This design comes from an exercise in tuning for small area on the open sky130 flow, not from production work.
Function was checked by simulation only, so behaviour that the tests miss may differ from the original.
Power figures rest on the tool's default switching activity, not on a simulated workload.

## csr_index_generator
module csr_index_generator
(
    input  logic     ap_clk,
    input  logic     areset_generator,
    input  logic     config_valid,
    input  csr_index_pkg::index_t   config_index_start,
    input  csr_index_pkg::index_t   config_index_end,
    input  csr_index_pkg::index_t   config_stride,
    input  csr_index_pkg::address_t config_base_address,
    input  csr_index_pkg::shift_t   config_shift_amount,
    input  logic     config_shift_left,
    input  logic     request_ready,
    output logic     idle,
    output logic     done,
    output logic     request_valid,
    output csr_index_pkg::index_t   request_index,
    output csr_index_pkg::address_t request_address
);
For scale: roughly 210 I/O pins, roughly 0.030 mm^2 of cells after synthesis.
==> flow/config.mk <==
export PLATFORM = sky130hd
export DESIGN_NAME = csr_index_generator
export DESIGN_NICKNAME = csr_index_generator
export VERILOG_FILES = /design/flow/design.v
export SDC_FILE = /design/flow/constraint.sdc
export NUM_CORES = 4
export LEC_CHECK = 0
export CAP_MARGIN = 5
export CORE_MARGIN = 2
export CORE_UTILIZATION = 70
export CTS_BUF_LIST = sky130_fd_sc_hd__clkbuf_8
export CTS_CLUSTER_DIAMETER = 60
export CTS_CLUSTER_SIZE = 16
export SLEW_MARGIN = 5
==> flow/constraint.sdc <==
create_clock -name core_clock -period 10.0 [get_ports {ap_clk}]
set_input_delay 2.0000 -clock core_clock [delete_from_list [all_inputs] [get_ports {ap_clk}]]
set_output_delay 2.0000 -clock core_clock [all_outputs]
set_load 0.01 [all_outputs]
standard.sh (not shown) runs the stock make flow with config.mk's settings and CLKGATE_MAP_FILE= SYNTH_SCRIPT=/design/flow/synth_recipe.tcl, a recipe that flattens the netlist after the stock synthesis.
==> flow/flow/run.sh <==
#!/bin/bash
# Standard ORFS layout, with three changes:
#  - the combinational logic of the standard synthesis is re-mapped by ABC
#    for area (registers, full/half adders and tie cells are kept as they are)
#  - a minimum-size buffer on every port
#  - a clock tree of clkbuf_8 built without dummy balancing loads
# Each tool's output goes to its own log file in the work folder.
set -euo pipefail
cd "$(dirname "$0")/.."
export BUFFER_PORTS_ARGS="-buffer_cell sky130_fd_sc_hd__buf_1"
export CTS_ARGS="-sink_clustering_enable -repair_clock_nets -dont_use_dummy_load -buf_list sky130_fd_sc_hd__clkbuf_8 -sink_clustering_size 16 -sink_clustering_max_diameter 60"

bash standard.sh synth > standard_synth.log 2>&1

R=orfs/results/${FLOW_PLATFORM}/csr_index_generator/base
LIB=${FLOW_HOME}/platforms/${FLOW_PLATFORM}/lib/sky130_fd_sc_hd__tt_025C_1v80.lib
cp $R/1_2_yosys.v 1_2_yosys_standard.v

DONT_USE=$(grep -oE 'cell *\( *"?sky130_fd_sc_hd__(lpflow_[a-z0-9_]+|probec?_p_8)' $LIB | sed -E 's/.*(sky130_fd_sc_hd__[a-z0-9_]+)/-dont_use \1/' | sort -u | tr '\n' ' ')
cat > resyn.ys <<EOY
read_liberty -ignore_miss_func $LIB
read_verilog 1_2_yosys_standard.v
hierarchy -top $FLOW_TOP
setattr -mod -set blackbox 1 sky130_fd_sc_hd__*df* sky130_fd_sc_hd__*dl* sky130_fd_sc_hd__fa_* sky130_fd_sc_hd__ha_* sky130_fd_sc_hd__conb_*
flatten
hierarchy -top $FLOW_TOP
opt_clean
abc -liberty $LIB $DONT_USE -script flow/area.abc -D 10000
opt_clean -purge
hierarchy -top $FLOW_TOP
stat -liberty $LIB
write_verilog -noattr -nohex -nodec resyn.v
EOY
yosys -s resyn.ys > resyn.log 2>&1
cp resyn.v $R/1_2_yosys.v
rm -f $R/1_synth.odb $R/1_synth.sdc

bash standard.sh finish > standard.log 2>&1
==> flow/flow/area.abc <==
&get -n
&st
&syn2
&dch
&nf
&st
&dch
&nf
&put
buffer -c
topo
stime -c
upsize -c
dnsize -c
The first run completed with no timing, DRC or antenna violations.
==> next run, changes <==
--- a/flow/flow/run.sh
+++ b/flow/flow/run.sh
@@ -4 +4 @@
-#    for area (registers, full/half adders and tie cells are kept as they are)
+#    for area (registers, full adders and tie cells are kept as they are)
@@ -24 +24 @@
-setattr -mod -set blackbox 1 sky130_fd_sc_hd__*df* sky130_fd_sc_hd__*dl* sky130_fd_sc_hd__fa_* sky130_fd_sc_hd__ha_* sky130_fd_sc_hd__conb_*
+setattr -mod -set blackbox 1 sky130_fd_sc_hd__*df* sky130_fd_sc_hd__*dl* sky130_fd_sc_hd__fa_* sky130_fd_sc_hd__conb_*
==> flow/flow/area.abc (replaced) <==
&get -n
&st
&syn2
&dch
&nf
&st
&dch
&nf
&put
Outcome: Synthesized cell count goes down by 1.2%. Count of clock-buffer cells in the layout does not change. Worst setup slack degrades by 0.043 ns. Total power goes down by about 8%.
==> next run, changes <==
==> flow/flow/run.sh (replaced) <==
#!/bin/bash
# Standard ORFS layout with a minimum-size buffer on every port and a clock
# tree built without dummy balancing loads.
set -e
cd "$(dirname "$0")/.."
export BUFFER_PORTS_ARGS="-buffer_cell sky130_fd_sc_hd__buf_1"
export CTS_ARGS="-sink_clustering_enable -repair_clock_nets -dont_use_dummy_load -buf_list sky130_fd_sc_hd__clkbuf_8 -sink_clustering_size 16 -sink_clustering_max_diameter 60"
bash standard.sh > standard.log 2>&1
- CAP_MARGIN: 5 -> 20
- CORE_UTILIZATION: 70 -> 55
- SLEW_MARGIN: 5 -> 20
removed: flow/flow/area.abc
Outcome: Clock skew is higher by 0.043 ns. Non-clock buffer count is higher by 8. Flip-flop and latch count stays the same. Via count is higher by about 2.2%. Sequential power is lower by about 1%. Cell area is higher by about 5%. Wire length is higher by about 16%. Clock-buffer cell count is higher by 2. Utilization is lower by 17 points. Die area is higher by about 34%.
==> next run, changes <==
- CAP_MARGIN: 20 -> 5
- CORE_UTILIZATION: 55 -> 70
- SLEW_MARGIN: 20 -> 5
The new run completed without violations.
First-iteration DRC count rose by 34%.
Routed wire length is lower by 4.8%.
Cell area drops by 0.76%.


## v49
csr_index_generator again, from the RTL that the note above started with.
export LEC_CHECK = 0
export CAP_MARGIN = 5
export CORE_MARGIN = 2
export CORE_UTILIZATION = 80
export CTS_BUF_LIST = sky130_fd_sc_hd__clkbuf_8
export CTS_CLUSTER_DIAMETER = 60
export CTS_CLUSTER_SIZE = 16
export SLEW_MARGIN = 5
create_clock -name core_clock -period 10.0 [get_ports {ap_clk}]
==> flow/flow/run.sh <==
#!/bin/bash
# Standard ORFS layout, with three changes:
#  - the combinational logic of the standard synthesis is re-mapped by ABC
#    for area (registers, full/half adders and tie cells are kept as they are)
#  - a minimum-size buffer on every port
#  - a clock tree of clkbuf_8 built without dummy balancing loads
# Each tool's output goes to its own log file in the work folder.
set -euo pipefail
cd "$(dirname "$0")/.."
export BUFFER_PORTS_ARGS="-buffer_cell sky130_fd_sc_hd__buf_1"
export CTS_ARGS="-sink_clustering_enable -repair_clock_nets -dont_use_dummy_load -buf_list sky130_fd_sc_hd__clkbuf_8 -sink_clustering_size 16 -sink_clustering_max_diameter 60"

bash standard.sh synth > standard_synth.log 2>&1

R=orfs/results/${FLOW_PLATFORM}/csr_index_generator/base
LIB=${FLOW_HOME}/platforms/${FLOW_PLATFORM}/lib/sky130_fd_sc_hd__tt_025C_1v80.lib
cp $R/1_2_yosys.v 1_2_yosys_standard.v

DONT_USE=$(grep -oE 'cell *\( *"?sky130_fd_sc_hd__(lpflow_[a-z0-9_]+|probec?_p_8)' $LIB | sed -E 's/.*(sky130_fd_sc_hd__[a-z0-9_]+)/-dont_use \1/' | sort -u | tr '\n' ' ')
cat > resyn.ys <<EOY
read_liberty -ignore_miss_func $LIB
read_verilog 1_2_yosys_standard.v
hierarchy -top $FLOW_TOP
setattr -mod -set blackbox 1 sky130_fd_sc_hd__*df* sky130_fd_sc_hd__*dl* sky130_fd_sc_hd__fa_* sky130_fd_sc_hd__ha_* sky130_fd_sc_hd__conb_*
flatten
hierarchy -top $FLOW_TOP
opt_clean
abc -liberty $LIB $DONT_USE -script flow/area.abc -D 10000
opt_clean -purge
hierarchy -top $FLOW_TOP
stat -liberty $LIB
write_verilog -noattr -nohex -nodec resyn.v
EOY
yosys -s resyn.ys > resyn.log 2>&1
cp resyn.v $R/1_2_yosys.v
rm -f $R/1_synth.odb $R/1_synth.sdc

bash standard.sh finish > standard.log 2>&1
==> flow/flow/area.abc <==
&get -n
&st
&syn2
&dch
&nf
&st
&dch
&nf
&put
v49 finished end to end and its layout was clean on timing, DRC and antenna.
[inputs] v21 vs v49
# v49
export LEC_CHECK = 0
export CAP_MARGIN = 5
export CORE_MARGIN = 2
export CORE_UTILIZATION = 80
export CTS_BUF_LIST = sky130_fd_sc_hd__clkbuf_8
export CTS_CLUSTER_DIAMETER = 60
export CTS_CLUSTER_SIZE = 16
export SLEW_MARGIN = 5
create_clock -name core_clock -period 10.0 [get_ports {ap_clk}]
# v21
export LEC_CHECK = 0
export CAP_MARGIN = 20
export CORE_MARGIN = 2
export CORE_UTILIZATION = 55
export CTS_BUF_LIST = sky130_fd_sc_hd__clkbuf_4
export CTS_CLUSTER_DIAMETER = 40
export CTS_CLUSTER_SIZE = 10
export SLEW_MARGIN = 20
create_clock -name core_clock -period 10.0 [get_ports {ap_clk}]
==> flow/flow/run.sh <==
#!/bin/bash
# Standard ORFS layout with a minimum-size buffer on every port and a clock
# tree built without dummy balancing loads.
set -e
cd "$(dirname "$0")/.."
export BUFFER_PORTS_ARGS="-buffer_cell sky130_fd_sc_hd__buf_1"
export CTS_ARGS="-sink_clustering_enable -repair_clock_nets -dont_use_dummy_load -buf_list sky130_fd_sc_hd__clkbuf_4 -sink_clustering_size 10 -sink_clustering_max_diameter 40"
bash standard.sh > standard.log 2>&1
removed: flow/flow/area.abc
### Flow results
Summary of v21 over v49: routed wire length increased by 4.2 mm relative to the old numbers, net count of the finished layout increased 132, non-clock inverter count in the final layout rose by 9, switching component of the power went down by about 25%, non-clock buffer instance count of the final layout now sits higher. Density: v21 sparser than v49. In the tables for v21 and v49, critical path depth reads lower with v21. Lower sequential share of layout area among v21 and v49: v21. Summary: with v49 as the reference, x dimension of the die in v21 moved up by more than 10%.
--- input diff v21..v22 ---
# v21
export LEC_CHECK = 0
export CAP_MARGIN = 20
export CORE_MARGIN = 2
export CORE_UTILIZATION = 55
export CTS_BUF_LIST = sky130_fd_sc_hd__clkbuf_4
export CTS_CLUSTER_DIAMETER = 40
export CTS_CLUSTER_SIZE = 10
export SLEW_MARGIN = 20
create_clock -name core_clock -period 10.0 [get_ports {ap_clk}]
# v22
export LEC_CHECK = 0
export CAP_MARGIN = 5
export CORE_MARGIN = 2
export CORE_UTILIZATION = 70
export CTS_BUF_LIST = sky130_fd_sc_hd__clkbuf_8
export CTS_CLUSTER_DIAMETER = 60
export CTS_CLUSTER_SIZE = 16
export SLEW_MARGIN = 5
create_clock -name core_clock -period 10.0 [get_ports {ap_clk}]
==> flow/flow/run.sh <==
#!/bin/bash
# Standard ORFS layout, with three changes:
#  - the combinational logic of the standard synthesis is re-mapped by ABC
#    for area (registers, full/half adders and tie cells are kept as they are)
#  - a minimum-size buffer on every port
#  - a clock tree of clkbuf_8 built without dummy balancing loads
# Each tool's output goes to its own log file in the work folder.
set -euo pipefail
cd "$(dirname "$0")/.."
export BUFFER_PORTS_ARGS="-buffer_cell sky130_fd_sc_hd__buf_1"
export CTS_ARGS="-sink_clustering_enable -repair_clock_nets -dont_use_dummy_load -buf_list sky130_fd_sc_hd__clkbuf_8 -sink_clustering_size 16 -sink_clustering_max_diameter 60"

bash standard.sh synth > standard_synth.log 2>&1

R=orfs/results/${FLOW_PLATFORM}/csr_index_generator/base
LIB=${FLOW_HOME}/platforms/${FLOW_PLATFORM}/lib/sky130_fd_sc_hd__tt_025C_1v80.lib
cp $R/1_2_yosys.v 1_2_yosys_standard.v

DONT_USE=$(grep -oE 'cell *\( *"?sky130_fd_sc_hd__(lpflow_[a-z0-9_]+|probec?_p_8)' $LIB | sed -E 's/.*(sky130_fd_sc_hd__[a-z0-9_]+)/-dont_use \1/' | sort -u | tr '\n' ' ')
cat > resyn.ys <<EOY
read_liberty -ignore_miss_func $LIB
read_verilog 1_2_yosys_standard.v
hierarchy -top $FLOW_TOP
setattr -mod -set blackbox 1 sky130_fd_sc_hd__*df* sky130_fd_sc_hd__*dl* sky130_fd_sc_hd__fa_* sky130_fd_sc_hd__ha_* sky130_fd_sc_hd__conb_*
flatten
hierarchy -top $FLOW_TOP
opt_clean
abc -liberty $LIB $DONT_USE -script flow/area.abc -D 10000
opt_clean -purge
hierarchy -top $FLOW_TOP
stat -liberty $LIB
write_verilog -noattr -nohex -nodec resyn.v
EOY
yosys -s resyn.ys > resyn.log 2>&1
cp resyn.v $R/1_2_yosys.v
rm -f $R/1_synth.odb $R/1_synth.sdc

bash standard.sh finish > standard.log 2>&1
==> flow/flow/area.abc (new file) <==
&get -n
&st
&syn2
&dch
&nf -R 20
&st
&dch
&nf -R 20
&put
## What came out
- v22 did not stop at any stage, and its layout met the timing, DRC and antenna checks.
- Compared with v21, in v22 number of fill cells in the layout has decreased, total via count after detailed routing has decreased, post-route total power has increased, final area has decreased, required time of the critical path has decreased.
- From v21 to v22 the numbers moved as follows: non-clock buffer count went down 4.7%, total routed wire length on the met1 layer went down 7.7 mm.
- Route | v22 vs v21 | wire shorter in v22
- Of v22 and v21, it is v22 that has the higher mean number of vias per cell.
- v22: sequential share of cell area is 3.1 points higher than what v21 reported.
- Global routing usage summed across all routing layers, v22 and v21: lower on v21
diff inputs: v22 => v7
--- a/flow/flow/run.sh
+++ b/flow/flow/run.sh
@@ -3,3 +3,3 @@
 #  - the combinational logic of the standard synthesis is re-mapped by ABC
-#    for area (registers, full/half adders and tie cells are kept as they are)
+#    for area (registers, full adders and tie cells are kept as they are)
 #  - a minimum-size buffer on every port
@@ -23,3 +23,3 @@
 hierarchy -top $FLOW_TOP
-setattr -mod -set blackbox 1 sky130_fd_sc_hd__*df* sky130_fd_sc_hd__*dl* sky130_fd_sc_hd__fa_* sky130_fd_sc_hd__ha_* sky130_fd_sc_hd__conb_*
+setattr -mod -set blackbox 1 sky130_fd_sc_hd__*df* sky130_fd_sc_hd__*dl* sky130_fd_sc_hd__fa_* sky130_fd_sc_hd__conb_*
 flatten
==> flow/flow/area.abc <==
&get -n
&st
&syn2
&dch
&nf -R 60
&st
&dch
&nf -R 60
&put
==> comparison <==
[compare] base=v22 new=v7: clock buffer instance count of the final layout shows an increase of 3.8%, signed area change from the synthesized netlist to the final layout increased 0.96 points. v7 ended with every stage complete and zero timing, DRC or antenna violations. Endpoint of the most critical setup path = i_csr_index_sequencer.count[32]: v7; endpoint of the most critical setup path = i_csr_index_sequencer.count[31]: v22. Comparing v22 and v7, combinational power is higher on v22. Of v7 and v22, it is v7 that has the higher worst clock skew. When the final numbers for v22 and v7 were put side by side, the combined area of all synthesized cells turned out to be greater in v22. v7 ends up with higher fraction of power consumed by sequential logic than v22 does.
Input-level comparison between v39 and v7:
# v7
export LEC_CHECK = 0
export CAP_MARGIN = 5
export CORE_MARGIN = 2
export CORE_UTILIZATION = 70
export CTS_BUF_LIST = sky130_fd_sc_hd__clkbuf_8
export CTS_CLUSTER_DIAMETER = 60
export CTS_CLUSTER_SIZE = 16
export SLEW_MARGIN = 5
create_clock -name core_clock -period 10.0 [get_ports {ap_clk}]
# v39
export LEC_CHECK = 0
export CAP_MARGIN = 20
export CORE_MARGIN = 2
export CORE_UTILIZATION = 55
export CTS_BUF_LIST = sky130_fd_sc_hd__clkbuf_16
export CTS_CLUSTER_DIAMETER = 80
export CTS_CLUSTER_SIZE = 28
export SLEW_MARGIN = 20
create_clock -name core_clock -period 10.0 [get_ports {ap_clk}]
==> flow/flow/run.sh <==
#!/bin/bash
# Standard ORFS layout with a minimum-size buffer on every port and a clock
# tree built without dummy balancing loads.
set -e
cd "$(dirname "$0")/.."
export BUFFER_PORTS_ARGS="-buffer_cell sky130_fd_sc_hd__buf_1"
export CTS_ARGS="-sink_clustering_enable -repair_clock_nets -dont_use_dummy_load -buf_list sky130_fd_sc_hd__clkbuf_16 -sink_clustering_size 28 -sink_clustering_max_diameter 80"
bash standard.sh > standard.log 2>&1
removed: flow/flow/area.abc
==> comparison <==
In the tables for v7 and v39, transition time of the tightest slew-check pin reads higher with v7.
On standby leakage power: v39 sits above v7.
Going from v7 to v39, sum of net half-perimeters after detailed placement up about 18%; number of ordinary and repair buffers in the finished layout down 3.0%.
Delta (v39 minus v7): synthesized cell count climbed about 10%; setup slack grew by 0.37 ns; met3 capacity usage during global routing lower.
Taking v7 as the reference point, the inserted tap cell count of v39 rises by 217.

-- port drivers added, routing unchanged --
How much do the figures lean on ideal ports? The routed layouts below were timed once more, with nothing changed but the port constraints. Step 1 assumes that a clkbuf_16 drives the clock port and a buf_2 every other input. Step 2 also shifts input and output timing later by t, the mid clock arrival at the registers, as if the neighbouring blocks saw the same clock. a / b / c = ideal / step 1 / step 2; a / b = the first two.
| run | t (ns) | setup slack, ns | hold slack, ns | worst setup path at the end | worst data-port slew with drivers (ns) |
|---|---|---|---|---|---|
| the first run of note 1 | 0.705 | 0.595 / 0.595 / 0.595 | 0.489 / 0.489 / 0.489 | register to register | 0.11 |
| the second run of note 1 | 0.697 | 0.553 / 0.553 / 0.553 | 0.500 / 0.500 / 0.500 | register to register | 0.05 |
| the third run of note 1 | 0.716 | 0.845 / 0.845 / 0.845 | 0.523 / 0.523 / 0.523 | register to register | 0.04 |
| the fourth run of note 1 | 0.723 | 0.638 / 0.638 / 0.638 | 0.469 / 0.469 / 0.469 | register to register | 0.07 |
| v49 | 0.704 | 0.279 / 0.279 / 0.279 | 0.530 / 0.530 / 0.530 | register to register | 0.09 |
| v21 | 0.910 | 0.748 / 0.748 / 0.748 | 0.513 / 0.513 / 0.513 | register to register | 0.04 |
| v22 | 0.721 | 0.526 / 0.526 / 0.526 | 0.484 / 0.484 / 0.484 | register to register | 0.08 |
| v7 | 0.723 | 0.416 / 0.416 / 0.416 | 0.518 / 0.518 / 0.518 | register to register | 0.10 |
| v39 | 0.625 | 0.785 / 0.785 / 0.785 | 0.526 / 0.526 / 0.526 | register to register | 0.04 |
After both steps every run listed still meets setup and hold.
